Source: an optimization exercise on an open RTL-to-GDS flow (aim: small area, a short achievable clock period and few clock cycles per item). Production flows keep margins and buffers that such runs may drop.
Where RTL was checked, it was by simulation tests only, not by an equivalence proof against the original.
Function not checked in runs 4 and 5: the RTL went through the layout flow alone.
Power is estimated from default activity; no workload was simulated.

**flow/flow/run.sh**
```bash
#!/bin/bash
# The standard layout, with the smallest buffer on each port instead of the
# delay buffer buffer_ports picks by default. Every port still gets a buffer.
set -euo pipefail
export BUFFER_PORTS_ARGS="-buffer_cell sky130_fd_sc_hd__buf_1"
bash standard.sh > standard_flow.log 2>&1
```
**flow/standard.sh**
```bash
#!/bin/bash
# synth_recipe.tcl (not shown) runs the flow's synth.tcl, then flattens the netlist and writes it again
# the make line also repeats each setting of config.mk as NAME=value (left out here)
make -C /OpenROAD-flow-scripts/flow DESIGN_CONFIG=/design/flow/config.mk WORK_HOME=/design/flow/orfs CLKGATE_MAP_FILE= SYNTH_SCRIPT=/design/flow/synth_recipe.tcl "${@:-finish}"
```
**flow/config.mk**
```make
export PLATFORM = sky130hd
export DESIGN_NAME = rx_data_handler
export DESIGN_NICKNAME = rx_data_handler
export VERILOG_FILES = /design/flow/design.v
export SDC_FILE = /design/flow/constraint.sdc
export NUM_CORES = 4
export LEC_CHECK = 0
export ABC_AREA = 1
export CAP_MARGIN = 20
export CORE_MARGIN = 2
export CORE_UTILIZATION = 40
export CTS_BUF_LIST = sky130_fd_sc_hd__clkbuf_8
export PLACE_DENSITY = 0.6
export SETUP_SLACK_MARGIN = 4.3
export SLEW_MARGIN = 20
```
**flow/constraint.sdc**
```tcl
create_clock -name core_clock -period 8.0 [get_ports {clk_i}]
set_input_delay 1.6000 -clock core_clock [delete_from_list [all_inputs] [get_ports {clk_i}]]
set_output_delay 1.6000 -clock core_clock [all_outputs]
set_load 0.01 [all_outputs]
```
**flow/design.v**
```verilog
`default_nettype none
package rx_phy_pkg;
  localparam logic [7:0] sym_stp = 8'hFB;
  localparam logic [7:0] sym_sdp = 8'h5C;
  localparam logic [7:0] sym_end = 8'hFD;
  localparam logic [7:0] sym_edb = 8'hFE;
endpackage
`default_nettype wire
`timescale 1ns/1ns
`default_nettype none
module rx_symbol_decode (
  input  logic [31:0] data_i,
  input  logic [3:0]  data_k_i,
  output logic [35:0] word_o
);
  always_comb begin
    for (int i = 0; i < 4; i++) begin
      logic [7:0] v;
      logic       s, t, g, f;
      v = data_i[8*i +: 8];
      t = (v == rx_phy_pkg::sym_stp);
      s = t || (v == rx_phy_pkg::sym_sdp);
      g = (v == rx_phy_pkg::sym_end);
      f = s || g || (v == rx_phy_pkg::sym_edb);
      word_o[9*i +: 9] = data_k_i[i] ? {1'b1, v[7:4], t, g, f, s} : {1'b0, v};
    end
  end
endmodule
`default_nettype wire
`timescale 1ns/1ns
`default_nettype none
module rx_data_handler (
  input  logic                  clk_i,
  input  logic                  rst_i,
  input  logic                  phy_link_up_i,
  input  logic                  phy_fifo_empty_i,
  output logic                  phy_fifo_rd_en_o,
  input  logic                  data_valid_i,
  input  logic [31:0]           data_i,
  input  logic [3:0]            data_k_i,
  output logic [31:0]           m_axis_tdata_o,
  output logic [3:0]            m_axis_tkeep_o,
  output logic                  m_axis_tvalid_o,
  output logic                  m_axis_tlast_o,
  output logic [1:0]            m_axis_tuser_o,
  input  logic                  m_axis_tready_i
);
  logic [35:0] word_in;
  rx_symbol_decode i_decode (
    .data_i   (data_i),
    .data_k_i (data_k_i),
    .word_o   (word_in)
  );
  logic [2:0][35:0] b_q;
  logic [2:0]  wp_q, rp_q;
  logic [35:0] w0_q;
  logic [1:0]  wc_q;
  logic        w0v_q;
  logic        rd_ok_q;
  logic        rd_q;
  logic [3:0]  m_q;
  logic        drop_q;
  logic        open_q;
  logic        tlp_q;
  logic [4:0]  hc_q;
  logic [3:0][7:0] acc_q;
  logic [31:0] od_q;
  logic [3:1]  ok_q;
  logic        ol_q;
  logic [1:0]  ou_q;
  logic        ov_q;
  logic            open_n, tlp_n;
  logic [4:0]      hc_n;
  logic [3:0][3:0] tgt;
  logic [3:0]      w_e, w_n;
  logic            emit;
  logic            cut;
  logic [3:0]      rem_m;
  logic [3:1]      e_keep;
  logic            e_last, e_nul, e_tlp;
  logic            quirk;
  logic [3:0]      d, f, s, g, t;
  logic [4:0]      ob, tb;
  logic [4:0][4:0] hb;
  logic [3:0]      ea, eb, em, pay, segn, prior, clash, cutb, go, first;
  logic [4:0]      stopb;
  logic [3:0][3:0] ln;
  logic [3:0]      we_all;
  always_comb begin
    for (int i = 0; i < 4; i++) begin
      d[i] = m_q[i] && !w0_q[9*i+8];
      f[i] = m_q[i] &&  w0_q[9*i+8] && w0_q[9*i+1];
      s[i] = m_q[i] &&  w0_q[9*i+8] && w0_q[9*i];
      g[i] = w0_q[9*i+2];
      t[i] = w0_q[9*i+3];
    end
    ob[0] = open_q;
    hb[0] = hc_q;
    tb[0] = tlp_q;
    for (int i = 0; i < 4; i++) begin
      pay[i]   = d[i] && ob[i];
      ea[i]    = pay[i] && hb[i][4];
      eb[i]    = f[i] && ob[i] && !hb[i][0];
      ln[i]    = ea[i] ? 4'b0001 : hb[i][3:0];
      ob[i+1]  = f[i] ? s[i] : ob[i];
      tb[i+1]  = s[i] ? t[i] : tb[i];
      hb[i+1]  = f[i] ? 5'b00001 : pay[i] ? {ln[i], 1'b0} : hb[i];
    end
    em = ea | eb;
    prior[0] = 1'b0;
    for (int i = 1; i < 4; i++) prior[i] = prior[i-1] || em[i-1];
    segn  = prior | ea;
    first = em & ~prior;
    we_all = '0;
    for (int i = 0; i < 4; i++) begin
      if (pay[i] && !segn[i]) we_all = we_all | ln[i];
    end
    for (int i = 0; i < 4; i++) begin
      clash[i] = pay[i] && segn[i] && ((ln[i] & we_all) != 4'b0000);
      cutb[i]  = (em[i] && prior[i] && !drop_q) || clash[i];
    end
    stopb[0] = 1'b0;
    for (int i = 0; i < 4; i++) stopb[i+1] = stopb[i] || cutb[i];
    go    = ~stopb[4:1];
    cut   = stopb[4];
    rem_m = m_q & stopb[4:1];
    open_n = ob[4];
    hc_n   = hb[4];
    tlp_n  = tb[4];
    for (int i = 3; i >= 0; i--) begin
      if (cutb[i] && !stopb[i]) begin
        open_n = ob[i];
        hc_n   = hb[i];
        tlp_n  = tb[i];
      end
    end
    emit   = em != 4'b0000;
    e_keep = 3'b111;
    e_last = 1'b0;
    e_nul  = 1'b0;
    e_tlp  = tlp_q;
    for (int i = 0; i < 4; i++) begin
      if (first[i]) begin
        e_tlp = tb[i];
        if (eb[i]) begin
          e_keep = {hb[i][4], hb[i][4] | hb[i][3], hb[i][4] | hb[i][3] | hb[i][2]};
          e_last = 1'b1;
          e_nul  = !g[i];
        end
      end
    end
    tgt = '0;
    w_e = '0;
    w_n = '0;
    for (int i = 0; i < 4; i++) begin
      if (pay[i] && (!segn[i] || go[i])) tgt[i] = ln[i];
      if (pay[i] && !segn[i])            w_e = w_e | ln[i];
      if (pay[i] && segn[i] && go[i])    w_n = w_n | ln[i];
    end
  end
  assign quirk = (m_q == 4'b1111) && open_q && hc_q[4] &&
                 !w0_q[8] && w0_q[17] && w0_q[9] && !w0_q[26] && w0_q[35] && w0_q[28];
  logic [3:0][7:0] sel, e_b;
  always_comb begin
    for (int j = 0; j < 4; j++) begin
      sel[j] = '0;
      for (int i = 0; i < 4; i++) begin
        sel[j] = sel[j] | ({8{tgt[i][j]}} & w0_q[9*i +: 8]);
      end
      e_b[j] = w_e[j] ? sel[j] : acc_q[j];
    end
  end
  logic fire, cons;
  always_comb begin
    w0_q = '0;
    for (int k = 0; k < 3; k++) w0_q = w0_q | ({36{rp_q[k]}} & b_q[k]);
  end
  logic [2:0] wc_n;
  assign fire   = w0v_q && (!ov_q || m_axis_tready_i);
  assign cons   = fire && !cut;
  logic [2:0] wc_in, wc_in_rd;
  assign wc_in    = {1'b0, wc_q} + {2'b00, data_valid_i};
  assign wc_in_rd = wc_in + {2'b00, phy_fifo_rd_en_o};
  assign wc_n     = cons ? wc_in - 3'd1 : wc_in;
  assign phy_fifo_rd_en_o = !rst_i && phy_link_up_i && !phy_fifo_empty_i && rd_ok_q;
  always_ff @(posedge clk_i) begin
    if (rst_i) begin
      wc_q    <= 2'd0;
      w0v_q   <= 1'b0;
      wp_q    <= 3'b001;
      rp_q    <= 3'b001;
      rd_q    <= 1'b0;
      rd_ok_q <= 1'b0;
      open_q  <= 1'b0;
      ov_q    <= 1'b0;
    end else begin
      rd_q    <= phy_fifo_rd_en_o;
      wc_q    <= wc_n[1:0];
      w0v_q   <= cons ? (wc_in > 3'd1) : (wc_in != 3'd0);
      if (data_valid_i) wp_q <= {wp_q[1:0], wp_q[2]};
      if (cons)         rp_q <= {rp_q[1:0], rp_q[2]};
      rd_ok_q <= cons ? (wc_in_rd <= 3'd3) : (wc_in_rd <= 3'd2);
      if (fire) begin
        open_q <= open_n;
      end
      ov_q <= (fire && emit) || (ov_q && !m_axis_tready_i);
    end
  end
  always_ff @(posedge clk_i) begin
    for (int k = 0; k < 3; k++) begin
      if (data_valid_i && wp_q[k]) b_q[k] <= word_in;
    end
    if (fire) begin
      tlp_q <= tlp_n;
      hc_q  <= hc_n;
    end
    if (!w0v_q) begin
      m_q    <= 4'b1111;
      drop_q <= 1'b0;
    end else if (fire) begin
      m_q    <= cut ? rem_m : 4'b1111;
      drop_q <= cut && quirk;
    end
    for (int j = 0; j < 4; j++) begin
      if (fire && (w_e[j] || w_n[j])) acc_q[j] <= sel[j];
    end
    if (fire && emit) begin
      od_q <= e_b;
      ok_q <= e_keep;
      ol_q <= e_last;
      ou_q <= {e_nul && e_last, e_tlp};
    end
  end
  assign m_axis_tvalid_o = ov_q;
  assign m_axis_tdata_o  = od_q;
  assign m_axis_tkeep_o  = {ok_q, 1'b1};
  assign m_axis_tlast_o  = ol_q;
  assign m_axis_tuser_o  = ou_q;
endmodule
`default_nettype wire
```
==> flow_metrics.tcl, run 1 <==
set metrics [dict create \
    pwr-share-seq_pct 25.9 \
    leak_pwr_nw 5.374 \
    worst_ep_required_time_ps 8200 \
    drt-total-wl_mm 32.24 \
    seq_area_frac_synth_pct 56.87 \
    ff2ff_setup_slack_ps 4300 \
    cts_root_cell "clkbuf_8" \
    finalHoldWorstSlack_ps 467.6 \
    critPathBufInv 1 \
    synth_top_family_by_area "simple AND/OR/NAND/NOR gates" \
    intPower_w 0.003273 \
    drt_pass1_iterations 6 \
    pre_cts_ws_ps 2235 \
    dr_total_vias 9273 \
    layout.cells.most_common_list "nand2_1 (353), edfxtp_1 (184), inv_1 (114), buf_4 (88), nand3_1 (80)" \
    p_total_w 0.006247 \
    synth_area_per_cell_sq_um 8.992 \
    finClkSkew_ps 34.55 \
    finalSetupViolations 0 \
    max_freq_mhz 270.2 \
    drcViolationCount 0 \
    fin_ws_ps 4299 \
    worstSetupStartpointType "register" \
    p_sw_share_pct 47.61 \
    crit_path_max_incr_delay_ps 420 \
    synth_fa_ha_area_share_pct 0.9220 \
    finish.net_count 1393 \
    timing_worst_setup_path_type "register to register" \
    synth_flop_cell "edfxtp_1" \
    setup.worst_path.end_class "register" \
    clkSlewWorstSetupHoldPaths_ps 60 \
    crit_top_cell "nand2_2" \
    portBuffers 81 \
    slew_headroom_pct 44.14 \
    dp_hpwl_mm 21.41 \
    chain_of_cells_forming_the_critical_path "nand2_2 > nand3_4 > nand3_4 > nor3_2 > inv_1 > nand2_1 > nor2_1 > nand2_1 > o22ai_1 > a31oi_4 > nand2_2 > nand2_2 > nand2_2 > o21bai_4 > nand2_4 > nor2_8 > nand2_4 > nor2_4 > nand2_2 > a21oi_4" \
    wl_per_cell_microns 19.00 \
    regArea_sq_mm 0.005877 \
    synth_compound_area_share_pct 6.988 \
    number_of_global_route_vias_before_repair 8433 \
    yosys_warnings 2 \
    row_count 58 \
    final_period_minus_worst_setup_slack_ps 3701 \
    die_height_microns 164.6 \
    hp-start "wp_q[2]" \
    detail-route-antenna-nets 0 \
    holdBufCountCts 0 \
    ir_worst_vdd_mv 0.1846 \
    synth.distinct_cells 46 \
    viasPerCell 5.464 \
    cts_made_buffers 36 \
    cts_max_path_buffers 3 \
    power.density_mw_per_mm2 477.6 \
    cap_violations 0 \
    synth_simple_gate_area_share_pct 29.10 \
    clock-sinks 201 \
    final_layout_size_suffix_gt1_share_pct 20.99 \
    grt_max_degree 39 \
    commonest_non_fill_non_tap_cell_in_the_layout "nand2_1" \
    fp.coreArea_sq_mm 0.02525 \
    multi_input_comb_area_sq_mm 0.004403 \
    reg_to_reg_start "rp_q[0]" \
    finalWeightedCongestion 1.023 \
    synth_seq_cells 201 \
    aggregate_global_route_resource_usage_pct 23.25 \
    post_synth_instance_area_sq_mm 0.01031 \
    cell_family_contributing_the_most_delay_on_the_critical_path "simple AND/OR/NAND/NOR gates" \
    die_w_microns 164.6 \
    syn_nets 1196 \
    grt_setup_unrepaired "true" \
    die_area_sq_mm 0.02708 \
    starting_density_of_the_core_pct 40.84 \
    hold_path_depth 2 \
    timing_worst_slew_pin_value_ps 832.4 \
    switching_power_w 0.002974 \
    min_path_type "register to register" \
    worstPathArrival_ps 3900 \
    final.fill_count 2363 \
    async_reset_ff_share_pct 0 \
    grt-ovfl-total 0 \
    synthesis.instances 1147 \
    power.combinational.fraction_pct 59.0 \
    timing.reg2reg.worst_path_depth 20 \
    endpoint_of_the_worst_slack_reg_to_reg_timing_path "acc_q[28]" \
    yosys-mux-area-fraction_pct 0.09705 \
    grt_pass1_wl_mm 47.86 \
    whs_endpoint "wp_q[2]" \
    clock_tree.htree_level_count 2 \
    synth_edf_count 184 \
    fin_crit_sh_pct 46.26 \
    worst_skew_pair_latency_ps 560 \
    setup-tns-final_ps 0 \
    crit_path_max_fanout 9 \
    first_iter_violations 1140 \
    antenna_found_initial 0 \
    crit_path_top_delay_cell "dfxtp_4" \
    power_frac_clock_pct 15.1 \
    timing_hold_violations_final 0 \
    tritoncts "built" \
    maxSlewViolCount 0 \
    run_status "no timing/DRC/antenna violations" \
    antenna_cell_count 0 \
    postLayoutCoreUtil_pct 51.79 \
    synth-xor-area-share_pct 0 \
    pin_count 83 \
    flow.area_growth_from_synthesis_pct 26.82 \
]
[worst max-delay path by stage]
stage          depth (start not counted)    start   endpoint  slack (ps)
2_1_floorplan                         21  b_q[44]  acc_q[10]        4410
3_3_place_gp                          22  rp_q[0]   acc_q[5]        2390
3_5_place_dp                          22  rp_q[0]   acc_q[0]        2230
4_1_cts                               24  rp_q[0]    hc_q[3]        4280
5_1_grt                               20  rp_q[0]  acc_q[11]        4140
6_report                              20  rp_q[0]  acc_q[28]        4300
[sequential cells by signal (all words and copies together), names as in the netlist, 2 cells and up, named ones only]
register and flops:
b_q 108, wp_q 3, ok_q 3, wc_q 2, rp_q 3, acc_q 32
hc_q 5, ou_q 2, m_q 3, od_q 32
[metrics by stage]
step / instances / cell area [sq um]
final: 1697 / 13080
after global routing: 1697 / 13080
after CTS: 1646 / 12300
after detailed placement: 1538 / 10940
after global placement: 1538 / 10940
after floorplan: 1147 / 10310
[kinds of logic (layout without fill, tap and decap cells)]
group,Yosys count,in the layout
DFF,201,201
muxes,1,1
and+or+nand+nor,664,667
adders and majority gates,7,7
AOI/OAI and AO/OA,120,120
other,1,1
buffers and inverters,153,370
[repair_timing]
item,4_1_cts,5_1_grt
gates resized for setup,63,98
setup endpoints to repair,160,140
pin swaps,19,55
setup buffers,43,50
gates cloned,4,1
[power groups by stage]
stage	clock network (W)	logic (W)	registers (W)
after CTS	0.000959	0.00304	0.00162
after floorplan	0	0.00179	0.00165
final	0.000944	0.00369	0.00162
after detailed placement	0	0.00261	0.00163
after global routing	0.00100	0.00398	0.00164
after global placement	0	0.00263	0.00162
[tightest hold or removal path, cell delays in order (launching register included)]
cell	delay, ps
dfxtp_1	310
nand2_1	60
a21oi_1	50
[area by class of cell]
type,instances,area share [%]
multi-input combinational,796,33.66
inverter,126,3.750
tap,330,3.157
sequential,201,44.93
clock buffer,36,3.788
timing repair buffer,183,9.221
clock inverter,25,1.492
[routing by layer]
metal  global-route usage (%)  share of wire (%)  up-vias
li1                         -                  -     4328
met1                    31.24                 41     4293
met2                    36.21                 45      511
met3                    4.671                8.9      141
met4                    10.99                5.2        0
met5                        0                  0        -
[Yosys cell counts (3+ instances only)]
| cell | instances | area (sq um) |
|---|---|---|
| ha_1 | 6 | 75.07 |
| nor3_1 | 18 | 90.09 |
| nor2_4 | 9 | 101.4 |
| buf_2 | 7 | 35.03 |
| nand4_1 | 49 | 306.5 |
| nand3_1 | 93 | 465.5 |
| nand2_1 | 384 | 1441 |
| clkinv_1 | 8 | 30.03 |
| dfxtp_1 | 17 | 340.3 |
| clkbuf_1 | 10 | 37.54 |
| a21oi_1 | 25 | 125.1 |
| nor2_1 | 78 | 292.8 |
| nand2_2 | 9 | 56.30 |
| o21ai_1 | 4 | 20.02 |
| nor4_1 | 3 | 18.77 |
| inv_2 | 6 | 22.52 |
| buf_4 | 9 | 67.56 |
| a31oi_1 | 12 | 75.07 |
| nand3_2 | 6 | 60.06 |
| o22ai_1 | 19 | 118.9 |
| o21ai_0 | 36 | 180.2 |
| o211ai_1 | 4 | 30.03 |
| a22oi_1 | 7 | 52.55 |
| edfxtp_1 | 184 | 5525 |
| nor2_2 | 3 | 18.77 |
| inv_1 | 112 | 420.4 |
| a21oi_2 | 3 | 26.28 |
| o2111ai_1 | 3 | 26.28 |
Testbench counts, summed over its fixed seeds: cycles 34,759, items 32,299.
==> run 2: changes to the inputs <==
--- a/flow/design.v
+++ b/flow/design.v
@@ -173,2 +173,3 @@
   logic fire, cons;
+  logic [2:0] wc_n;
   always_comb begin
@@ -177,3 +178,2 @@
   end
-  logic [2:0] wc_n;
   assign fire   = w0v_q && (!ov_q || m_axis_tready_i);
--- a/flow/config.mk
+++ b/flow/config.mk
@@ -12,2 +12,3 @@
 export CTS_BUF_LIST = sky130_fd_sc_hd__clkbuf_8
+export GPL_TIMING_DRIVEN = 0
 export PLACE_DENSITY = 0.6
==> run 2 against run 1 <==
Combinational power fell by 8.1%. Clock power fell by 6.9%. Global-route usage fell by 0.98 points. Non-clock buffer count fell by 18. Flip-flop and latch count did not move. Synthesized cell count did not move. Die area did not move. Clock skew fell by 15 ps. Via count fell by 3.6%. Setup slack improved by 49 ps. Wire length fell by 7.1%. Highest routed layer unchanged.
==> flow_metrics.tcl, run 2 <==
set metrics [dict create \
    intPower_w 0.003075 \
    power.combinational.fraction_pct 57.8 \
    postLayoutCoreUtil_pct 50.65 \
    finish.net_count 1371 \
    antenna_found_initial 0 \
    critPathBufInv 5 \
    die_area_sq_mm 0.02708 \
    viasPerCell 5.345 \
    number_of_global_route_vias_before_repair 8450 \
    grt-ovfl-total 0 \
    reg.largest.list "b_q (108), acc_q (32), od_q (32)" \
    whs_endpoint "drop_q" \
    synth_flop_cell "edfxtp_1" \
    synth_commonest_cells "nand2_1 (384), edfxtp_1 (184), inv_1 (112)" \
    setup-tns-final_ps 0 \
    synth.area.top_cells "edfxtp_1 (54%), nand2_1 (14%), nand3_1 (4.5%)" \
    wl_per_cell_microns 17.89 \
    finalSetupViolations 0 \
    crit_path_top_delay_cell "dfxtp_4" \
    crit_top_cell "nand2_2" \
    drcViolationCount 0 \
    flow.area_growth_from_synthesis_pct 24.02 \
    most_used_standard_cell_by_instance_count_after_synthesis "nand2_1" \
    max_flop_register "b_q" \
    synth_seq_cells 201 \
    crit_path_max_fanout 8 \
    switching_power_w 0.002802 \
    detail-route-antenna-nets 0 \
    endpoint_of_the_worst_slack_reg_to_reg_timing_path "acc_q[27]" \
    cap_violations 0 \
    max_freq_mhz 273.9 \
    worst_ep_required_time_ps 8200 \
    cts_made_buffers 35 \
    synth_area_leader_cell "edfxtp_1" \
    post_synth_instance_area_sq_mm 0.01031 \
    starting_density_of_the_core_pct 40.84 \
    first_iter_violations 1007 \
    timing_worst_setup_path_type "register to register" \
    drt_pass1_iterations 5 \
    yosys_warnings 2 \
    ir_worst_vdd_mv 0.1855 \
    pwr-share-seq_pct 27.3 \
    die_w_microns 164.6 \
    row_count 58 \
    antenna_cell_count 0 \
    maxSlewViolCount 0 \
    syn_nets 1196 \
    critical_path.startpoint "rp_q[2]" \
    die_height_microns 164.6 \
    dpl.cell_count 1561 \
    clock_tree.htree_level_count 2 \
    hold_path_depth 2 \
    postLayoutCellArea_sq_mm 0.01279 \
    synthesis.instances 1147 \
    cts_root_cell "clkbuf_8" \
    synth_area_per_cell_sq_um 8.992 \
    p_sw_share_pct 47.68 \
    ff2ff_setup_slack_ps 4350 \
    final.fill_count 2338 \
    timing_hold_violations_final 0 \
    synth_largest_type_area_fraction_pct 53.57 \
    chain_of_cells_forming_the_critical_path "buf_6 > nand2_2 > nand3_4 > nand4_1 > buf_4 > nand3_4 > buf_4 > a21oi_2 > nand2_2 > a21oi_2 > nand2_4 > inv_6 > nand2_1 > inv_2 > nor2_4 > nand2_1 > nand4_4 > a21oi_4 > nand2_8 > nor2_4 > nand2_2 > a21oi_4" \
    clock-sinks 201 \
    final_period_minus_worst_setup_slack_ps 3652 \
    dp_hpwl_mm 21.36 \
    power_frac_clock_pct 15.0 \
    fin_cells 1673 \
    finClkSkew_ps 19.38 \
    pin_count 83 \
    synth_edf_count 184 \
    seq_area_frac_synth_pct 56.87 \
    synth.distinct_cells 46 \
    run_status "no timing/DRC/antenna violations" \
    placedInstanceArea_sq_mm 0.01109 \
    cts_max_path_buffers 3 \
    slew_headroom_pct 43.93 \
    dr_total_vias 8943 \
    power.density_mw_per_mm2 459.5 \
    hp-start "w0v_q" \
    tritoncts "built" \
    finalWeightedCongestion 0.9579 \
    p_total_w 0.005877 \
    fin_crit_sh_pct 45.65 \
    worstSetupStartpointType "register" \
    setup.worst_path.end_class "register" \
    layout.cells.most_common_list "nand2_1 (351), edfxtp_1 (184), inv_1 (109), buf_1 (80), nand3_1 (75)" \
    grt_pass1_wl_mm 46.02 \
    worstPathArrival_ps 3850 \
    clkSlewWorstSetupHoldPaths_ps 60 \
    portBuffers 81 \
    cell_family_contributing_the_most_delay_on_the_critical_path "simple AND/OR/NAND/NOR gates" \
    final_layout_size_suffix_gt1_share_pct 19.58 \
    commonest_non_fill_non_tap_cell_in_the_layout "nand2_1" \
    largest_register_ffs 108 \
    min_path_type "register to register" \
    leak_pwr_nw 5.224 \
    crit_path_max_incr_delay_ps 350 \
    grt_max_degree 39 \
    reg_to_reg_start "rp_q[2]" \
    grt_setup_unrepaired "true" \
    timing_worst_slew_pin_value_ps 835.4 \
    async_reset_ff_share_pct 0 \
    timing.reg2reg.worst_path_depth 22 \
    aggregate_global_route_resource_usage_pct 22.27 \
    drt-total-wl_mm 29.94 \
    fp.coreArea_sq_mm 0.02525 \
    worst_skew_pair_latency_ps 530 \
]
==> run 2: cell counts after synthesis <==
Identical to the previous run, type by type.
==> run 2: metal layers <==
layer | vias to the layer above | part of all wire, % | global-route usage (%)
met1 | 4137 | 42 | 29.36
li1 | 4277 | - | -
met5 | - | 0 | 0
met3 | 109 | 8.7 | 5.399
met4 | 0 | 4.1 | 8.419
met2 | 420 | 45 | 35.68
==> run 2: final cells by class <==
type / count / area, sq um / share of cell area, %
Sequential cell: 201 / 5873 / 45.92
Multi-Input combinational cell: 793 / 4340 / 33.93
Timing Repair Buffer: 138 / 807.0 / 6.309
Inverter: 126 / 491.7 / 3.844
Clock buffer: 35 / 481.7 / 3.766
Tap cell: 330 / 412.9 / 3.228
Buffer: 27 / 221.5 / 1.731
Clock inverter: 23 / 162.7 / 1.272
==> run 2: cell families after synthesis <==
family                   after synthesis  share of synthesized area [%]
AO/OA/AOI/OAI                        120                          6.988
adder cells (fa/ha/maj)                7                         0.9220
buffers and inverters                153                          5.981
flip-flops                           201                          56.87
multiplexers                           1                        0.09706
other                                  1                        0.03636
AND/OR/NAND/NOR                      664                          29.10
==> run 2: worst max path at each step <==
| stage | endpoint | cells after the start |
|---|---|---|
| after global placement | acc_q[6] | 23 |
| after floorplan | acc_q[10] | 21 |
| after detailed placement | acc_q[6] | 23 |
| after CTS | acc_q[29] | 22 |
| final | acc_q[27] | 22 |
| after global routing | acc_q[10] | 24 |
==> run 2: power groups by stage <==
stage               combinational [W]  sequential, W  clock, W
floorplan                     0.00179        0.00165         0
global placement              0.00265        0.00161         0
detailed placement            0.00265        0.00162         0
CTS                           0.00305        0.00160  0.000900
global route                  0.00370        0.00162  0.000948
finish                        0.00339        0.00160  0.000879
==> run 2: timing repair <==
| item | in CTS | in global routing |
|---|---|---|
| pin swaps | 35 | 39 |
| endpoints found under the setup margin | 138 | 137 |
| hold buffers | 0 | 0 |
| gates resized for setup | 91 | 77 |
| endpoints found under the hold margin | 0 | 0 |
| gates cloned | 1 | 0 |
| setup buffers | 35 | 18 |
==> run 2: per-stage QoR <==
step	setup slack, ps	hold WS, ps
floorplan	4412	427.4
CTS	4302	438.8
global route	4173	464.7
finish	4348	438.9
global placement	3340	438.7
detailed placement	3376	440.6
==> run 2: worst reg2reg max path, cell delays in order (launching register included) <==
cell     delay [ps]
dfxtp_4         350
buf_6           130
nand2_2          70
nand3_4         110
nand4_1         150
buf_4           150
nand3_4         110
buf_4           170
a21oi_2         170
nand2_2         130
a21oi_2         190
nand2_4         110
inv_6            90
nand2_1          90
inv_2           150
nor2_4           60
nand2_1         110
nand4_4         140
a21oi_4         230
nand2_8          70
nor2_4          180
nand2_2         100
a21oi_4         270
Testbench counts of run 2, summed over its fixed seeds: cycles 34,759, items 32,299.
==> run 3: changes to the inputs <==
--- a/flow/design.v
+++ b/flow/design.v
@@ -173,3 +173,2 @@
   logic fire, cons;
-  logic [2:0] wc_n;
   always_comb begin
@@ -178,2 +177,3 @@
   end
+  logic [2:0] wc_n;
   assign fire   = w0v_q && (!ov_q || m_axis_tready_i);
--- a/flow/config.mk
+++ b/flow/config.mk
@@ -12,5 +12,4 @@
 export CTS_BUF_LIST = sky130_fd_sc_hd__clkbuf_8
-export GPL_TIMING_DRIVEN = 0
 export PLACE_DENSITY = 0.6
-export SETUP_SLACK_MARGIN = 4.3
+export SETUP_SLACK_MARGIN = 4.2
 export SLEW_MARGIN = 20
==> run 3 against run 2 <==
Register-to-register slack got worse by 40 ps. Synthesized cell count unchanged. Cell area decreased by 0.23%. Maximum frequency decreased by 1.9%. Flip-flop and latch count unchanged. Wire length increased by 4.0%. Sequential power about the same. Clock power increased by 6.8%. Die area unchanged. Sequential share of layout area increased by 0.14 points. Worst hold slack improved by 29 ps.
==> flow_metrics.tcl, run 3 <==
set metrics [dict create \
    synth_fa_ha_area_share_pct 0.9220 \
    timing_hold_violations_final 0 \
    reg_to_reg_start "rp_q[1]" \
    timing.reg2reg.worst_path_depth 24 \
    clock_tree.htree_level_count 2 \
    finalHoldWorstSlack_ps 468.1 \
    finalWeightedCongestion 1.023 \
    grt-ovfl-total 0 \
    finClkSkew_ps 30.73 \
    fp.coreArea_sq_mm 0.02525 \
    drt-total-wl_mm 31.12 \
    aggregate_global_route_resource_usage_pct 23.17 \
    final_period_minus_worst_setup_slack_ps 3721 \
    max_freq_mhz 268.8 \
    synth-xor-area-share_pct 0 \
    synth_flop_cell "edfxtp_1" \
    worstPathArrival_ps 2120 \
    dp_hpwl_mm 21.41 \
    layout.cells.most_common_list "nand2_1 (357), edfxtp_1 (184), inv_1 (115), nand3_1 (87), buf_1 (81)" \
    synth_largest_type_area_fraction_pct 53.57 \
    synth_area_per_cell_sq_um 8.992 \
    cts_max_path_buffers 3 \
    met3WireLength_mm 2.568 \
    synth_edf_count 184 \
    yosys_warnings 2 \
    dpl.cell_count 1538 \
    antenna_found_initial 0 \
    ff2ff_setup_slack_ps 4310 \
    p_sw_share_pct 47.56 \
    worstSetupStartpointType "primary input" \
    synth_top_family_by_area "simple AND/OR/NAND/NOR gates" \
    antenna_cell_count 0 \
    reg.largest.list "b_q (108), acc_q (32), od_q (32)" \
    number_of_global_route_vias_before_repair 8322 \
    die_area_sq_mm 0.02708 \
    endpoint_of_the_worst_slack_reg_to_reg_timing_path "od_q[1]" \
    hold_path_depth 2 \
    worst_ep_required_time_ps 6400 \
    ir_worst_vdd_mv 0.1851 \
    finalSetupViolations 0 \
    pre_cts_ws_ps 2235 \
    dr_total_vias 9026 \
    intPower_w 0.003132 \
    setup.worst_path.end_class "output port" \
    drcViolationCount 0 \
    pin_count 83 \
    p_total_w 0.005973 \
    max_flop_register "b_q" \
    wl_per_cell_microns 18.61 \
    power_frac_clock_pct 15.7 \
    post_synth_instance_area_sq_mm 0.01031 \
    flow.area_growth_from_synthesis_pct 23.73 \
    grt_max_degree 39 \
    largest_register_ffs 108 \
    topRoutingLayerUsed "met4" \
    fin_crit_sh_pct 46.51 \
    power.density_mw_per_mm2 468.1 \
    first_iter_violations 1083 \
    wl_met2_mm 14.02 \
    final.fill_count 2385 \
    tritoncts "built" \
    commonest_non_fill_non_tap_cell_in_the_layout "nand2_1" \
    cts_made_buffers 36 \
    yosys-mux-area-fraction_pct 0.09705 \
    grt_pass1_wl_mm 47.69 \
    die_height_microns 164.6 \
    synth_area_leader_cell "edfxtp_1" \
    fin_ws_ps 4279 \
    synth_simple_gate_area_share_pct 29.10 \
    m1WireLength_mm 12.98 \
    timing_worst_setup_path_type "primary input to output port" \
    final_layout_size_suffix_gt1_share_pct 18.18 \
    switching_power_w 0.002841 \
    cap_violations 0 \
    holdBufCountCts 0 \
    run_status "no timing/DRC/antenna violations" \
    leak_pwr_nw 5.199 \
    synth_seq_cells 201 \
    power.combinational.fraction_pct 57.3 \
    worst_skew_pair_latency_ps 550 \
    portBuffers 81 \
    synth.distinct_cells 46 \
    viasPerCell 5.398 \
    setup-tns-final_ps 0 \
    fin_cells 1672 \
    synthesis.instances 1147 \
    clkSlewWorstSetupHoldPaths_ps 60 \
    drt_pass1_iterations 6 \
    seq_area_frac_synth_pct 56.87 \
    grt_setup_unrepaired "false" \
    cts_root_cell "clkbuf_8" \
    detail-route-antenna-nets 0 \
    die_w_microns 164.6 \
    pwr-share-seq_pct 27.0 \
    critical_path.startpoint "rst_i" \
    clock-sinks 201 \
    row_count 58 \
    finish.net_count 1368 \
    syn_nets 1196 \
    most_used_standard_cell_by_instance_count_after_synthesis "nand2_1" \
    maxSlewViolCount 0 \
    setup.worst_path.end "phy_fifo_rd_en_o" \
    timing_worst_slew_pin_value_ps 821.1 \
    crit_path_max_fanout 6 \
    synth_compound_area_share_pct 6.988 \
    min_path_type "register to register" \
    synth_commonest_cells "nand2_1 (384), edfxtp_1 (184), inv_1 (112)" \
    synth.area.top_cells "edfxtp_1 (54%), nand2_1 (14%), nand3_1 (4.5%)" \
    slew_headroom_pct 44.89 \
    starting_density_of_the_core_pct 40.84 \
    async_reset_ff_share_pct 0 \
]
==> run 3: cell counts after synthesis <==
Identical to the previous run, type by type.
==> run 3: cells by family (layout without fill, tap and decap cells) <==
kind of cell / after synthesis / in the layout
adders and majority gates: 7 / 7
AOI/OAI and AO/OA: 120 / 120
muxes: 1 / 1
and+or+nand+nor: 664 / 667
DFF: 201 / 201
other: 1 / 1
buffers and inverters: 153 / 345
==> run 3: final cells by class <==
cell class | instances | area [sq um] | area share, %
clock buffer | 36 | 495.5 | 3.883
clock inverter | 25 | 195.2 | 1.530
inverter | 126 | 483.0 | 3.785
multi-input combinational | 796 | 4273 | 33.48
sequential | 201 | 5877 | 46.05
tap | 330 | 412.9 | 3.236
timing repair buffer | 158 | 1025 | 8.030
==> run 3: per-layer routing <==
| metal | vias up | global-route usage, % |
|---|---|---|
| met3 | 116 | 4.771 |
| met4 | 0 | 10.28 |
| met5 | - | 0 |
| met2 | 458 | 36.06 |
| met1 | 4175 | 31.35 |
| li1 | 4277 | - |
==> run 3: per-stage QoR <==
stage                     util (%)  instance area (sq um)
final                        50.53                  12760
after global routing         50.53                  12760
after CTS                    48.07                  12140
after detailed placement     43.32                  10940
after global placement       43.32                  10940
after floorplan                  -                  10310
==> run 3: worst min-delay path by stage <==
| stage | start | to | slack (ps) |
|---|---|---|---|
| after floorplan | w0v_q | drop_q | 430 |
| after global placement | wp_q[0] | wp_q[0] | 440 |
| after detailed placement | wp_q[0] | wp_q[0] | 450 |
| after CTS | wp_q[2] | wp_q[2] | 470 |
| after global routing | wp_q[0] | wp_q[0] | 490 |
| final | wp_q[2] | wp_q[2] | 470 |
==> run 3: repair_timing <==
item                       4_1_cts  5_1_grt
resized for setup               52       76
cloned                           4        1
buffers inserted                28       40
setup endpoints to repair      159      136
pin swaps                       15       42
==> run 3: critical path, cell delays in order <==
cell and delay, ps:
buf_1 170, nor3_2 180, buf_1 170
==> run 3: power groups by stage <==
stage	sequential [W]	clock, W	combinational [W]
5_1_grt	0.00164	0.00100	0.00371
6_report	0.00161	0.000939	0.00342
3_5_place_dp	0.00163	0	0.00261
2_1_floorplan	0.00165	0	0.00179
4_1_cts	0.00161	0.000959	0.00296
3_3_place_gp	0.00162	0	0.00263
Testbench counts of run 3, summed over its fixed seeds: cycles 34,759, items 32,299.
==> run 4: changes to the inputs <==
--- a/flow/design.v
+++ b/flow/design.v
@@ -56,2 +56,3 @@
   logic [35:0] w0_q;
+  logic [3:0]  hk_q, hf_q, hs_q;
   logic [1:0]  wc_q;
@@ -90,5 +91,5 @@
     for (int i = 0; i < 4; i++) begin
-      d[i] = m_q[i] && !w0_q[9*i+8];
-      f[i] = m_q[i] &&  w0_q[9*i+8] && w0_q[9*i+1];
-      s[i] = m_q[i] &&  w0_q[9*i+8] && w0_q[9*i];
+      d[i] = m_q[i] && !hk_q[i];
+      f[i] = m_q[i] && hf_q[i];
+      s[i] = m_q[i] && hs_q[i];
       g[i] = w0_q[9*i+2];
@@ -176,2 +177,7 @@
     for (int k = 0; k < 3; k++) w0_q = w0_q | ({36{rp_q[k]}} & b_q[k]);
+  end
+  logic [35:0] w1_q;
+  always_comb begin
+    w1_q = '0;
+    for (int k = 0; k < 3; k++) w1_q = w1_q | ({36{rp_q[(k+2)%3]}} & b_q[k]);
   end
@@ -192,3 +198,3 @@
       rd_q    <= 1'b0;
-      rd_ok_q <= 1'b0;
+      rd_ok_q <= 1'b1;
       open_q  <= 1'b0;
@@ -212,2 +218,15 @@
     end
+    if (cons || !w0v_q) begin
+      for (int i = 0; i < 4; i++) begin
+        if (wc_q[1]) begin
+          hk_q[i] <= w1_q[9*i+8];
+          hf_q[i] <= w1_q[9*i+8] && w1_q[9*i+1];
+          hs_q[i] <= w1_q[9*i+8] && w1_q[9*i];
+        end else begin
+          hk_q[i] <= word_in[9*i+8];
+          hf_q[i] <= word_in[9*i+8] && word_in[9*i+1];
+          hs_q[i] <= word_in[9*i+8] && word_in[9*i];
+        end
+      end
+    end
     if (fire) begin
==> flow/run.sh (new file) <==
#!/bin/bash
# synth_recipe.tcl (not shown) runs the flow's synth.tcl, then flattens the netlist and writes it again
# the make line also repeats each setting of config.mk as NAME=value (left out here)
make -C /OpenROAD-flow-scripts/flow DESIGN_CONFIG=/design/flow/config.mk WORK_HOME=/design/flow/orfs CLKGATE_MAP_FILE= SYNTH_SCRIPT=/design/flow/synth_recipe.tcl finish
--- a/flow/config.mk
+++ b/flow/config.mk
@@ -13,3 +13,3 @@
 export PLACE_DENSITY = 0.6
-export SETUP_SLACK_MARGIN = 4.2
+export SETUP_SLACK_MARGIN = 4.4
 export SLEW_MARGIN = 20
removed: flow/flow/run.sh
removed: flow/standard.sh
==> run 4 against run 3 <==
Via count grew 9.2%. Critical path depth rose by 1. Worst hold slack got worse by 2.9 ps. Critical path type unchanged. Still clean. Combinational power increased by 9.4%.
==> flow_metrics.tcl, run 4 <==
set metrics [dict create \
    run_status "no timing/DRC/antenna violations" \
    finClkSkew_ps 41.29 \
    portBuffers 81 \
    synth_area_per_cell_sq_um 9.047 \
    placedInstanceArea_sq_mm 0.01228 \
    max_flop_register "b_q" \
    finalHoldWorstSlack_ps 465.2 \
    cap_violations 0 \
    commonest_non_fill_non_tap_cell_in_the_layout "nand2_1" \
    final_layout_size_suffix_gt1_share_pct 20.15 \
    cts_root_cell "clkbuf_8" \
    final_period_minus_worst_setup_slack_ps 3629 \
    syn_nets 1278 \
    reg.largest.list "b_q (108), acc_q (32), od_q (32)" \
    die_area_sq_mm 0.02915 \
    aggregate_global_route_resource_usage_pct 22.63 \
    grt_max_degree 50 \
    flow.area_growth_from_synthesis_pct 28.82 \
    post_synth_instance_area_sq_mm 0.01112 \
    fin_crit_sh_pct 45.37 \
    min_path_type "register to register" \
    cts_max_path_buffers 3 \
    postLayoutCellArea_sq_mm 0.01432 \
    holdBufCountCts 0 \
    fp.coreArea_sq_mm 0.02755 \
    wl_per_cell_microns 18.41 \
    detail-route-antenna-nets 0 \
    timing_worst_setup_path_type "primary input to output port" \
    timing_hold_violations_final 0 \
    clkSlewWorstSetupHoldPaths_ps 60 \
    maxSlewViolCount 0 \
    finalSetupViolations 0 \
    synth.distinct_cells 54 \
    cts_made_buffers 37 \
    leak_pwr_nw 5.944 \
    antenna_cell_count 0 \
    layout.cells.most_common_list "nand2_1 (372), edfxtp_1 (196), inv_1 (125), buf_4 (91), nand3_1 (84)" \
    setup.worst_path.end_class "output port" \
    number_of_global_route_vias_before_repair 9059 \
    drcViolationCount 0 \
    yosys_warnings 2 \
    grt_setup_unrepaired "true" \
    synth.area.top_cells "edfxtp_1 (53%), nand2_1 (13%), nand3_1 (4.1%)" \
    dr_total_vias 9857 \
    async_reset_ff_share_pct 0 \
    power.density_mw_per_mm2 446.8 \
    finalWeightedCongestion 0.9496 \
    die_w_microns 170.7 \
    drt_pass1_iterations 5 \
    drt-total-wl_mm 33.64 \
    dp_hpwl_mm 22.68 \
    timing_worst_slew_pin_value_ps 1097 \
    synth_area_leader_cell "edfxtp_1" \
    synth_edf_count 196 \
    worst_skew_pair_latency_ps 560 \
    grt-ovfl-total 0 \
    synth_seq_cells 213 \
    worstSetupStartpointType "primary input" \
    row_count 61 \
    antenna_found_initial 0 \
    largest_register_ffs 108 \
    die_height_microns 170.7 \
    final.fill_count 2536 \
    slew_headroom_pct 26.45 \
    worst_ep_required_time_ps 6400 \
    worstPathArrival_ps 2030 \
    synth_commonest_cells "nand2_1 (393), edfxtp_1 (196), inv_1 (115)" \
    pre_cts_ws_ps 2540 \
    pin_count 83 \
    clock_tree.htree_level_count 2 \
    max_freq_mhz 275.5 \
    setup-tns-final_ps 0 \
    synth_flop_cell "edfxtp_1" \
    grt_pass1_wl_mm 50.68 \
    starting_density_of_the_core_pct 40.35 \
    viasPerCell 5.395 \
    finish.net_count 1471 \
    fin_ws_ps 4371 \
    postLayoutCoreUtil_pct 51.98 \
    synthesis.instances 1229 \
    crit_path_max_fanout 2 \
    first_iter_violations 942 \
    ir_worst_vdd_mv 0.1718 \
    clock-sinks 213 \
    tritoncts "built" \
    seq_area_frac_synth_pct 56.00 \
    most_used_standard_cell_by_instance_count_after_synthesis "nand2_1" \
    synth_largest_type_area_fraction_pct 52.94 \
]
[run 4: path summary, 6_finish.rpt]
path / cells after the start / end / slack (ps) / start
worst max register to register: 19 / od_q[16] / 4450 / hk_q[0]
worst min register to register: 2 / wp_q[0] / 470 / wp_q[0]
worst max-delay path: 4 / phy_fifo_rd_en_o / 4370 / phy_link_up_i
worst min-delay path: 2 / wp_q[0] / 470 / wp_q[0]
[run 4: worst max-delay path, cell delays in order]
cell,delay (ps)
buf_8,70
nand2_4,40
nor3_4,160
buf_2,150
[run 4: per-stage QoR]
stage | std cells | total power, W
detailed placement | 1661 | 0.004571
floorplan | 1229 | 0.003656
global placement | 1661 | 0.004576
CTS | 1774 | 0.005893
finish | 1827 | 0.006399
global route | 1827 | 0.006762
[run 4: power breakdown]
group          total (W)  switching, W  internal (W)
sequential       0.00175      0.000117       0.00163
combinational    0.00374       0.00248       0.00126
clock           0.000909      0.000433      0.000475
[run 4: cell type report]
cell class,instances,area (sq um),share of cell area (%)
clock buffer,38,523.0,3.652
inverter,128,511.7,3.573
clock inverter,28,146.4,1.022
timing repair buffer,181,1627,11.36
multi-input combinational,861,4807,33.56
tap,378,473.0,3.302
sequential,213,6235,43.53
[run 4: what timing repair did]
item	4_1_cts	5_1_grt
setup endpoints to repair	168	138
cloned	5	2
pin swaps	21	47
hold endpoints to repair	0	0
buffers inserted	42	51
resized for setup	77	75
[run 4: cell families after synthesis]
| logic type | Yosys count | share of synthesized area (%) |
|---|---|---|
| other | 1 | 0.03373 |
| flip-flops | 213 | 56.00 |
| adder cells (fa/ha/maj) | 7 | 0.8553 |
| AO/OA/AOI/OAI | 139 | 7.923 |
| multiplexers | 3 | 0.2926 |
| buffers and inverters | 162 | 5.908 |
| AND/OR/NAND/NOR | 704 | 28.99 |
[run 4: layer usage]
| layer | track usage (%) | wire length [microns] |
|---|---|---|
| met1 | 30.98 | 14400 |
| met2 | 35.66 | 15290 |
| met3 | 4.071 | 2617 |
| met4 | 9.067 | 1331 |
| met5 | 0 | 0 |
==> run 5: changes to the inputs <==
--- a/flow/design.v
+++ b/flow/design.v
@@ -53,9 +53,6 @@
   );
-  logic [2:0][35:0] b_q;
-  logic [2:0]  wp_q, rp_q;
-  logic [35:0] w0_q;
-  logic [3:0]  hk_q, hf_q, hs_q;
+  logic [35:0] w0_q, w1_q;
   logic [1:0]  wc_q;
   logic        w0v_q;
-  logic        rd_ok_q;
+  logic [5:0]  sp_q, sp1_q;
   logic        rd_q;
@@ -91,5 +88,5 @@
     for (int i = 0; i < 4; i++) begin
-      d[i] = m_q[i] && !hk_q[i];
-      f[i] = m_q[i] && hf_q[i];
-      s[i] = m_q[i] && hs_q[i];
+      d[i] = m_q[i] && !w0_q[9*i+8];
+      f[i] = m_q[i] &&  w0_q[9*i+8] && w0_q[9*i+1];
+      s[i] = m_q[i] &&  w0_q[9*i+8] && w0_q[9*i];
       g[i] = w0_q[9*i+2];
@@ -137,3 +134,3 @@
     end
-    emit   = em != 4'b0000;
+    emit   = (em & go) != 4'b0000;
     e_keep = 3'b111;
@@ -156,5 +153,7 @@
     for (int i = 0; i < 4; i++) begin
-      if (pay[i] && (!segn[i] || go[i])) tgt[i] = ln[i];
-      if (pay[i] && !segn[i])            w_e = w_e | ln[i];
-      if (pay[i] && segn[i] && go[i])    w_n = w_n | ln[i];
+      if (pay[i] && go[i]) begin
+        tgt[i] = ln[i];
+        if (segn[i]) w_n = w_n | ln[i];
+        else         w_e = w_e | ln[i];
+      end
     end
@@ -173,20 +172,53 @@
   end
-  logic fire, cons;
-  always_comb begin
-    w0_q = '0;
-    for (int k = 0; k < 3; k++) w0_q = w0_q | ({36{rp_q[k]}} & b_q[k]);
-  end
-  logic [35:0] w1_q;
-  always_comb begin
-    w1_q = '0;
-    for (int k = 0; k < 3; k++) w1_q = w1_q | ({36{rp_q[(k+2)%3]}} & b_q[k]);
-  end
-  logic [2:0] wc_n;
+  function automatic logic splits(input logic [3:0][1:0] cls, input logic is_open,
+                                  input logic [4:0] h0);
+    logic op, e1, res;
+    logic [3:0] we;
+    logic [4:0] h;
+    op  = is_open;
+    h   = h0;
+    e1  = 1'b0;
+    we  = '0;
+    res = 1'b0;
+    for (int i = 0; i < 4; i++) begin
+      if (cls[i] == 2'd0 && op) begin
+        if (h[4]) begin
+          res = res || e1;
+          e1  = 1'b1;
+          h   = 5'b00010;
+        end else begin
+          res = res || (e1 && ((we & h[3:0]) != 4'd0));
+          if (!e1) we = we | h[3:0];
+          h = {h[3:0], 1'b0};
+        end
+      end else if (cls[i] == 2'd1 || cls[i] == 2'd2) begin
+        if (op && !h[0]) begin
+          res = res || e1;
+          e1  = 1'b1;
+        end
+        op = (cls[i] == 2'd1);
+        h  = 5'b00001;
+      end
+    end
+    splits = res;
+  endfunction
+  logic fire, cons, pred, sp_now;
+  logic [1:0] wc_rem, tot;
+  logic [3:0][1:0] cls_in;
+  logic [5:0] sp_in;
   assign fire   = w0v_q && (!ov_q || m_axis_tready_i);
   assign cons   = fire && !cut;
-  logic [2:0] wc_in, wc_in_rd;
-  assign wc_in    = {1'b0, wc_q} + {2'b00, data_valid_i};
-  assign wc_in_rd = wc_in + {2'b00, phy_fifo_rd_en_o};
-  assign wc_n     = cons ? wc_in - 3'd1 : wc_in;
-  assign phy_fifo_rd_en_o = !rst_i && phy_link_up_i && !phy_fifo_empty_i && rd_ok_q;
+  assign wc_rem = wc_q - {1'b0, cons};
+  always_comb begin
+    for (int i = 0; i < 4; i++) begin
+      cls_in[i] = !data_k_i[i] ? 2'd0 : word_in[9*i] ? 2'd1 : word_in[9*i+1] ? 2'd2 : 2'd3;
+    end
+    sp_in[5] = splits(cls_in, 1'b0, 5'b00001);
+    for (int h = 0; h < 5; h++) sp_in[h] = splits(cls_in, 1'b1, 5'(1 << h));
+  end
+  assign sp_now = open_q ? ((sp_q[4:0] & hc_q) != 5'd0) : sp_q[5];
+  assign pred   = w0v_q && (m_q != 4'b1111 || !sp_now) && (!ov_q || m_axis_tready_i);
+  assign tot = wc_q + {1'b0, rd_q};
+  assign phy_fifo_rd_en_o = !rst_i && phy_link_up_i && !phy_fifo_empty_i &&
+                            (!tot[1] || (!tot[0] && pred));
   always_ff @(posedge clk_i) begin
@@ -195,7 +227,7 @@
       w0v_q   <= 1'b0;
-      wp_q    <= 3'b001;
-      rp_q    <= 3'b001;
       rd_q    <= 1'b0;
-      rd_ok_q <= 1'b1;
+      m_q     <= 4'b1111;
+      drop_q  <= 1'b0;
       open_q  <= 1'b0;
+      hc_q    <= 5'b00001;
       ov_q    <= 1'b0;
@@ -203,9 +235,9 @@
       rd_q    <= phy_fifo_rd_en_o;
-      wc_q    <= wc_n[1:0];
-      w0v_q   <= cons ? (wc_in > 3'd1) : (wc_in != 3'd0);
-      if (data_valid_i) wp_q <= {wp_q[1:0], wp_q[2]};
-      if (cons)         rp_q <= {rp_q[1:0], rp_q[2]};
-      rd_ok_q <= cons ? (wc_in_rd <= 3'd3) : (wc_in_rd <= 3'd2);
+      wc_q    <= wc_rem + {1'b0, data_valid_i};
+      w0v_q   <= (wc_rem != 2'd0) || data_valid_i;
       if (fire) begin
         open_q <= open_n;
+        hc_q   <= hc_n;
+        m_q    <= cut ? rem_m : 4'b1111;
+        drop_q <= cut && quirk;
       end
@@ -215,17 +247,9 @@
   always_ff @(posedge clk_i) begin
-    for (int k = 0; k < 3; k++) begin
-      if (data_valid_i && wp_q[k]) b_q[k] <= word_in;
-    end
     if (cons || !w0v_q) begin
-      for (int i = 0; i < 4; i++) begin
-        if (wc_q[1]) begin
-          hk_q[i] <= w1_q[9*i+8];
-          hf_q[i] <= w1_q[9*i+8] && w1_q[9*i+1];
-          hs_q[i] <= w1_q[9*i+8] && w1_q[9*i];
-        end else begin
-          hk_q[i] <= word_in[9*i+8];
-          hf_q[i] <= word_in[9*i+8] && word_in[9*i+1];
-          hs_q[i] <= word_in[9*i+8] && word_in[9*i];
-        end
-      end
+      w0_q <= (wc_rem == 2'd0) ? word_in : w1_q;
+      sp_q <= (wc_rem == 2'd0) ? sp_in : sp1_q;
+    end
+    if (data_valid_i) begin
+      w1_q  <= word_in;
+      sp1_q <= sp_in;
     end
@@ -233,10 +257,2 @@
       tlp_q <= tlp_n;
-      hc_q  <= hc_n;
-    end
-    if (!w0v_q) begin
-      m_q    <= 4'b1111;
-      drop_q <= 1'b0;
-    end else if (fire) begin
-      m_q    <= cut ? rem_m : 4'b1111;
-      drop_q <= cut && quirk;
     end
--- a/flow/config.mk
+++ b/flow/config.mk
@@ -11,5 +11,4 @@
 export CORE_UTILIZATION = 40
-export CTS_BUF_LIST = sky130_fd_sc_hd__clkbuf_8
 export PLACE_DENSITY = 0.6
-export SETUP_SLACK_MARGIN = 4.4
+export SETUP_SLACK_MARGIN = 4.3
 export SLEW_MARGIN = 20
==> run 5 against run 4 <==
Still clean on timing, DRC and antenna. Area after synthesis down 12%. Clock skew down 28 ps. Power down 9.6%. Cell area up 5.7%. Global-route usage up 2.2 points. Die area down 12%. Setup slack worse by 670 ps. First-iteration DRC count down 11%. Wire length up 1.1%. Clock-buffer cell count down 20. Critical path type is now primary input to register. Highest routed layer unchanged.
==> flow_metrics.tcl, run 5 <==
set metrics [dict create \
    run_status "no timing/DRC/antenna violations" \
    viasPerCell 5.496 \
    starting_density_of_the_core_pct 40.40 \
    dp_hpwl_mm 20.34 \
    drt-total-wl_mm 34.01 \
    synth_area_per_cell_sq_um 8.389 \
    clock_tree.htree_level_count 4 \
    wl_met2_mm 16.71 \
    maxSlewViolCount 0 \
    antenna_cell_count 0 \
    topRoutingLayerUsed "met4" \
    endpoint_of_the_worst_slack_reg_to_reg_timing_path "w0_q[0]" \
    grt_pass1_wl_mm 50.11 \
    timing.reg2reg.worst_path_depth 29 \
    p_sw_share_pct 44.83 \
    timing_worst_slew_pin_value_ps 799.3 \
    tritoncts "built" \
    portBuffers 81 \
    crit_path_max_fanout 4 \
    holdBufCountCts 0 \
    pwr-share-seq_pct 27.4 \
    flow.area_growth_from_synthesis_pct 55.47 \
    synth_flop_cell "edfxtp_1" \
    synth.area.top_cells "edfxtp_1 (48%), nand2_1 (14%), inv_1 (5.4%)" \
    worst_ep_required_time_ps 8310 \
    drcViolationCount 0 \
    most_used_standard_cell_by_instance_count_after_synthesis "nand2_1" \
    final_layout_size_suffix_gt1_share_pct 38.84 \
    async_reset_ff_share_pct 0 \
    crit_top_cell "nand2_1" \
    grt-ovfl-total 0 \
    cts_root_cell "clkbuf_16" \
    timing_worst_setup_path_type "primary input to register" \
    worstPathArrival_ps 4610 \
    synth_commonest_cells "nand2_1 (369), edfxtp_1 (155), inv_1 (141)" \
    leak_pwr_nw 6.432 \
    ir_worst_vdd_mv 0.1894 \
    worstSetupStartpointType "primary input" \
    first_iter_violations 835 \
    synth_largest_type_area_fraction_pct 47.79 \
    setup.worst_path.end_class "register" \
    dr_total_vias 9761 \
    crit_path_max_incr_delay_ps 290 \
    met3WireLength_mm 2.064 \
    critical_path.startpoint "data_i[6]" \
    grt_max_degree 45 \
    synth_edf_count 155 \
    number_of_global_route_vias_before_repair 9200 \
    setup-tns-final_ps 0 \
    power.combinational.fraction_pct 57.3 \
    yosys_warnings 2 \
    antenna_found_initial 0 \
    reg_to_reg_start "w0_q[8]" \
    setup.worst_path.end "sp_q[2]" \
    final_period_minus_worst_setup_slack_ps 4298 \
    power.density_mw_per_mm2 382.2 \
    finClkSkew_ps 13.34 \
    detail-route-antenna-nets 0 \
    cap_violations 0 \
    max_freq_mhz 232.7 \
    drt_pass1_iterations 6 \
    row_count 57 \
    reg.largest.list "w0_q (36), w1_q (36)" \
    aggregate_global_route_resource_usage_pct 24.80 \
    seq_area_frac_synth_pct 51.08 \
    finalWeightedCongestion 0.9388 \
    intPower_w 0.003193 \
    final.fill_count 1925 \
    worst_skew_pair_latency_ps 440 \
    synth_seq_cells 171 \
    min_path_type "register to register" \
    clkSlewWorstSetupHoldPaths_ps 70 \
    finalSetupViolations 0 \
    syn_nets 1215 \
    fin_crit_sh_pct 53.73 \
    synth.distinct_cells 58 \
    pin_count 83 \
    grt_setup_unrepaired "true" \
    commonest_non_fill_non_tap_cell_in_the_layout "nand2_1" \
    crit_path_top_delay_cell "nor3_1" \
    ff2ff_setup_slack_ps 3730 \
    power_frac_clock_pct 15.4 \
    hold_path_depth 2 \
    layout.cells.most_common_list "nand2_1 (267), edfxtp_1 (155), buf_4 (132), inv_1 (111), nand2_2 (65)" \
    p_total_w 0.005788 \
    die_w_microns 160.0 \
    wl_per_cell_microns 19.15 \
    die_area_sq_mm 0.02561 \
    m1WireLength_mm 13.58 \
    timing_hold_violations_final 0 \
    fp.coreArea_sq_mm 0.02411 \
    finish.net_count 1493 \
    cts_made_buffers 17 \
    cts_max_path_buffers 2 \
    die_height_microns 160.0 \
    finalHoldWorstSlack_ps 497.3 \
    postLayoutCoreUtil_pct 62.82 \
    slew_headroom_pct 46.52 \
    clock-sinks 171 \
    post_synth_instance_area_sq_mm 0.009739 \
    switching_power_w 0.002595 \
    synthesis.instances 1161 \
    synth_area_leader_cell "edfxtp_1" \
]
run 5: cell count changes after synthesis, moves of 24 or more:
cell	change
a21oi_1	+24
nand2_1	-24
nand4_1	-51
nand3_1	-24
inv_1	+26
edfxtp_1	-41
run 5: power by group through the flow:
stage	clock network (W)	registers [W]	logic, W
4_1_cts	0.000897	0.00155	0.00272
3_3_place_gp	0	0.00156	0.00179
6_report	0.000889	0.00158	0.00332
2_1_floorplan	0	0.00150	0.00132
5_1_grt	0.000930	0.00161	0.00352
3_5_place_dp	0	0.00157	0.00180
run 5: routing by layer:
layer,global-route usage [%],vias up
li1,-,4542
met1,31.87,4649
met2,42.01,464
met3,3.039,106
met4,11.34,0
met5,0,-
run 5: worst min path at each step:
stage                          from        to  slack (ps)
final                       hc_q[3]   hc_q[3]         500
after floorplan             hc_q[3]   hc_q[3]         460
after CTS                   hc_q[3]   hc_q[3]         500
after detailed placement    hc_q[3]   hc_q[3]         490
after global routing      acc_q[22]  od_q[22]         540
after global placement      hc_q[3]   hc_q[3]         470
run 5: cell families after synthesis:
kind of cell / count (synthesis) / share of synthesized area [%]
fa+ha+maj: 12 / 1.542
mux: 1 / 0.1028
flops: 171 / 51.08
other cells: 1 / 0.03850
buf+inv: 174 / 6.834
xor+xnor: 2 / 0.1799
simple gates: 601 / 27.56
compound gates: 199 / 12.67
run 5: repair_timing:
item,CTS,global route
pin swaps,100,58
endpoints found under the setup margin,241,191
setup buffers,142,35
gates resized for setup,305,198
cloned,7,8
run 5: critical path: cells and delay by family:
family | cells | cell delay [ps]
AND/OR/NAND/NOR | 14 | 1900
AO/OA/AOI/OAI | 3 | 290
buffers and inverters | 7 | 660
adder cells (fa/ha/maj) | 1 | 140
run 5: layout make-up:
class | instances | area [sq um] | share of cell area [%]
tap | 324 | 405.4 | 2.677
inverter | 157 | 635.6 | 4.198
timing repair inverter | 1 | 7.507 | 0.04958
clock inverter | 14 | 197.7 | 1.306
multi-input combinational | 818 | 5734 | 37.87
clock buffer | 18 | 429.2 | 2.834
sequential | 171 | 4981 | 32.90
timing repair buffer | 273 | 2751 | 18.17
run 5: stage by stage:
stage	worst slack, ps	cells	instance area (sq um)
after floorplan	3614	1161	10000
after global placement	2306	1552	11110
after detailed placement	2350	1552	11110
after CTS	3943	1733	13930
after global routing	3534	1776	15140
final	3702	1776	15140

## what the ideal ports hide
How much do the figures lean on ideal ports? The routed layouts below were timed once more, with nothing changed but the port constraints.
Step 1, drivers: a clkbuf_16 drives clk_i and a buf_2 each remaining input, both assumed.
Step 2, shift: input delay + t, output delay - t, t = (earliest + latest rising clock arrival at the registers) / 2. This alone moves slack from input paths to output paths.
a / b / c = ideal ports / drivers / drivers and shift; a / b = the first two.
run | t, ns | setup WS [ns] | worst setup path after step 2 | slew at the worst register clock pin (ns) | worst data-port slew with drivers (ns)
run 1 | 0.589 | 4.299 / 4.299 / 4.021 | input to register | 0.07 / 0.07 | 0.05
run 2 | 0.565 | 4.348 / 4.330 / 4.209 | input to register | 0.06 / 0.06 | 0.05
run 3 | 0.581 | 4.279 / 4.260 / 4.049 | input to register | 0.06 / 0.06 | 0.05
run 4 | 0.584 | 4.371 / 4.320 / 4.017 | input to register | 0.06 / 0.06 | 0.05
run 5 | 0.479 | 3.702 / 3.697 / 3.218 | input to register | 0.08 / 0.08 | 0.05
After both steps setup and hold are still met in every run listed. The setup slack of run 5, which loses most, moves by -0.005 ns with the drivers and by -0.484 ns with both steps.
